This is an optimization exercise on Yosys and OpenROAD, whose aim is small area, a short achievable clock period and few clock cycles, not a production implementation.
Where RTL was checked, it was by simulation tests only, not by an equivalence proof against the original.

Design multiplicacao_matrizes_seq, start of the top module:
module multiplicacao_matrizes_seq #(
  parameter int DATA_W = multiplicacao_pkg::DATA_W_DEF,
  parameter int MAX_N  = multiplicacao_pkg::MAX_N_DEF,
  parameter int SIZE_W = $clog2(MAX_N - 1),
  parameter int ACC_W  = 18
) (
  input  logic                            clk,
  input  logic                            rst_n,
  input  logic                            start,
  input  logic                            sat_en,
  input  logic [SIZE_W-1:0]               matrix_size,
  input  logic [MAX_N*MAX_N*DATA_W-1:0]   A,
  input  logic [MAX_N*MAX_N*DATA_W-1:0]   B,
  output logic                            busy,
  output logic                            done,
  output logic [MAX_N*MAX_N*DATA_W-1:0]   C,
  output logic                            overflow_flag
);
Size: roughly 9800 cells after synthesis, ~860 flip-flops, ~610 I/O pins, about 88000 µm² of cells after synthesis.
clock: 11.0 ns
lec_check: 0
cap_margin: 20
core_margin: 2
core_utilization: 40
cts_cluster_diameter: 100
cts_cluster_size: 30
slew_margin: 20
standard.sh (not shown) runs the stock make flow with config.mk's settings and CLKGATE_MAP_FILE= SYNTH_SCRIPT=/design/flow/synth_recipe.tcl, a recipe that flattens the netlist after the stock synthesis.
==> flow/flow/run.sh <==
#!/bin/bash
# The standard layout (the standard.sh, unchanged synthesis), with extra
# ORFS settings from flow/knobs.txt (one VAR=value per line): a larger
# setup margin for timing repair and a plain buffer for the port buffers.
# The constraints, clock period and checks are unchanged.
set -euo pipefail
mapfile -t KNOBS < <(grep -v '^#' flow/knobs.txt | sed '/^$/d')
bash standard.sh "${KNOBS[@]}" finish > standard_flow.log 2>&1
==> flow/flow/knobs.txt <==
SETUP_SLACK_MARGIN=5.5
BUFFER_PORTS_ARGS=-buffer_cell sky130_fd_sc_hd__buf_1
The first run finished with timing, DRC and antenna clean.
Testbench counts at the start, summed over its fixed seeds: cycles 1,734.
Edit:
==> flow/run.sh (new file) <==
#!/bin/bash
# synth_recipe.tcl (not shown) runs the flow's synth.tcl, then flattens the netlist and writes it again
# the make line also repeats each setting of config.mk as NAME=value (left out here)
make -C /OpenROAD-flow-scripts/flow DESIGN_CONFIG=/design/flow/config.mk WORK_HOME=/design/flow/orfs CLKGATE_MAP_FILE= SYNTH_SCRIPT=/design/flow/synth_recipe.tcl finish
CTS_CLUSTER_DIAMETER = unset   (was 100)
CTS_CLUSTER_SIZE = unset   (was 30)
SETUP_SLACK_MARGIN = 5   (was unset)
removed: flow/flow/run.sh
removed: flow/flow/knobs.txt
removed: flow/standard.sh
Final area went up by 5.7%.
Worst setup slack degrades by 0.56 ns.
First-iteration DRC count went down by 5.2%.
Via count hardly moves.
Count of clock-buffer cells in the layout went up by 81.
Hold slack degrades by 0.010 ns.
Critical path depth does not change.
Final cell count went up by 0.73%.
Edit:
==> flow/flow/run.sh (new file) <==
#!/bin/bash
# The standard layout (the standard.sh, unchanged synthesis), with extra
# ORFS settings from flow/knobs.txt (one VAR=value per line): a larger
# setup margin for timing repair and a plain buffer for the port buffers.
# The constraints, clock period and checks are unchanged.
set -euo pipefail
mapfile -t KNOBS < <(grep -v '^#' flow/knobs.txt | sed '/^$/d')
bash standard.sh "${KNOBS[@]}" finish > standard_flow.log 2>&1
==> flow/flow/knobs.txt (new file) <==
SETUP_SLACK_MARGIN=6
BUFFER_PORTS_ARGS=-buffer_cell sky130_fd_sc_hd__buf_1
==> flow/standard.sh (new file) <==
#!/bin/bash
# synth_recipe.tcl (not shown) runs the flow's synth.tcl, then flattens the netlist and writes it again
# the make line also repeats each setting of config.mk as NAME=value (left out here)
make -C /OpenROAD-flow-scripts/flow DESIGN_CONFIG=/design/flow/config.mk WORK_HOME=/design/flow/orfs CLKGATE_MAP_FILE= SYNTH_SCRIPT=/design/flow/synth_recipe.tcl "${@:-finish}"
SETUP_SLACK_MARGIN = unset   (was 5)
removed: flow/run.sh
Result:
- via count goes up by about 3%
- cell count grows by about 0.9%
- sequential cell count stays the same
- global-route usage went up by 0.40 points
- non-clock buffer count rises by 117
- setup slack gets better by 0.71 ns
- count of clock-buffer cells in the layout came out higher by 8
- core utilization hardly moves
- die area stays the same

Another version of the RTL of multiplicacao_matrizes_seq (not shown whole).
Size in the first run: ~8,900 cells after synthesis, ~610 I/O pins.
==> flow/config.mk <==
export PLATFORM = sky130hd
export DESIGN_NAME = multiplicacao_matrizes_seq
export DESIGN_NICKNAME = multiplicacao_matrizes_seq
export VERILOG_FILES = /design/flow/design.v
export SDC_FILE = /design/flow/constraint.sdc
export NUM_CORES = 4
export LEC_CHECK = 0
export CAP_MARGIN = 20
export CORE_MARGIN = 2
export CORE_UTILIZATION = 40
export CTS_CLUSTER_DIAMETER = 100
export CTS_CLUSTER_SIZE = 20
export SLEW_MARGIN = 20
==> flow/constraint.sdc <==
create_clock -name core_clock -period 11.0 [get_ports {clk}]
set_input_delay 2.2000 -clock core_clock [delete_from_list [all_inputs] [get_ports {clk}]]
set_output_delay 2.2000 -clock core_clock [all_outputs]
set_load 0.01 [all_outputs]
==> flow/flow/run.sh <==
#!/bin/bash
# The standard layout (the standard.sh, unchanged synthesis), with extra
# ORFS settings from flow/knobs.txt (one VAR=value per line): a larger
# setup margin for timing repair and a plain buffer for the port buffers.
# The constraints, clock period and checks are unchanged.
set -euo pipefail
mapfile -t KNOBS < <(grep -v '^#' flow/knobs.txt | sed '/^$/d')
bash standard.sh "${KNOBS[@]}" finish > standard_flow.log 2>&1
==> flow/flow/knobs.txt <==
SETUP_SLACK_MARGIN=5.25
BUFFER_PORTS_ARGS=-buffer_cell sky130_fd_sc_hd__buf_1
The baseline completed without violations.
Then changed:
==> flow/flow/knobs.txt (replaced) <==
SETUP_SLACK_MARGIN=6
BUFFER_PORTS_ARGS=-buffer_cell sky130_fd_sc_hd__buf_1
--- a/flow/config.mk
+++ b/flow/config.mk
@@ -10,4 +10,4 @@
 export CORE_UTILIZATION = 40
 export CTS_CLUSTER_DIAMETER = 100
-export CTS_CLUSTER_SIZE = 20
+export CTS_CLUSTER_SIZE = 30
 export SLEW_MARGIN = 20
The new run completed without violations.
Synthesized area does not change.
Clock-buffer cell count drops by 20.
Cell count went up by 1.9%.
Design area rises by 6.6%.
Setup slack gains 0.23 ns.
Then changed:
==> flow/flow/knobs.txt (replaced) <==
SETUP_SLACK_MARGIN=5
BUFFER_PORTS_ARGS=-buffer_cell sky130_fd_sc_hd__buf_1
--- a/flow/config.mk
+++ b/flow/config.mk
@@ -10,4 +10,4 @@
 export CORE_UTILIZATION = 40
 export CTS_CLUSTER_DIAMETER = 100
-export CTS_CLUSTER_SIZE = 30
+export CTS_CLUSTER_SIZE = 20
 export SLEW_MARGIN = 20
Effect: The changed run passed the timing, DRC and antenna checks; setup slack degrades by 0.37 ns; cell area shrinks by 6.2%; utilization went down by 2.9 points; first-iteration DRC count fell by 24%; non-clock buffer count drops by 229.
Then changed:
==> flow/flow/knobs.txt (replaced) <==
SETUP_SLACK_MARGIN=6
BUFFER_PORTS_ARGS=-buffer_cell sky130_fd_sc_hd__buf_1
After rerunning: Area after synthesis is unchanged. Synthesized cell count is unchanged. Critical path depth came out higher by 1. Final area rose by 6.7%.
No run of this note included a check of the RTL's function; only the layout flow was run.

separate check: timing with driven ports:
How much do the figures lean on ideal ports? The routed layouts below were timed once more, with nothing changed but the port constraints. Step 1: set_driving_cell puts a clkbuf_16 on clk and a buf_2 on each other input, an assumption about the parent block. Step 2 adds t to the input delays and takes it off the output delays; t is the mean of the earliest and latest rising clock arrival at the registers after step 1. Input paths then give back, and output paths get back, about the clock's delay inside the block. Three values: ideal ports, drivers, drivers and shift; two values: the first two.
run	t, ns	setup slack, ns	pins driven straight from the clock port
the first run of note 1	0.823	5.503 / 5.411 / 5.743	1
the second run of note 1	0.848	4.945 / 4.856 / 5.465	1
the third run of note 1	0.869	5.656 / 5.566 / 6.027	1
the first run of note 2	0.827	5.357 / 5.266 / 5.458	1
the second run of note 2	0.833	5.589 / 5.508 / 5.991	1
the third run of note 2	0.826	5.214 / 5.123 / 5.311	1
the fourth run of note 2	0.864	5.599 / 5.498 / 5.998	1
After both steps every run listed still meets setup and hold.
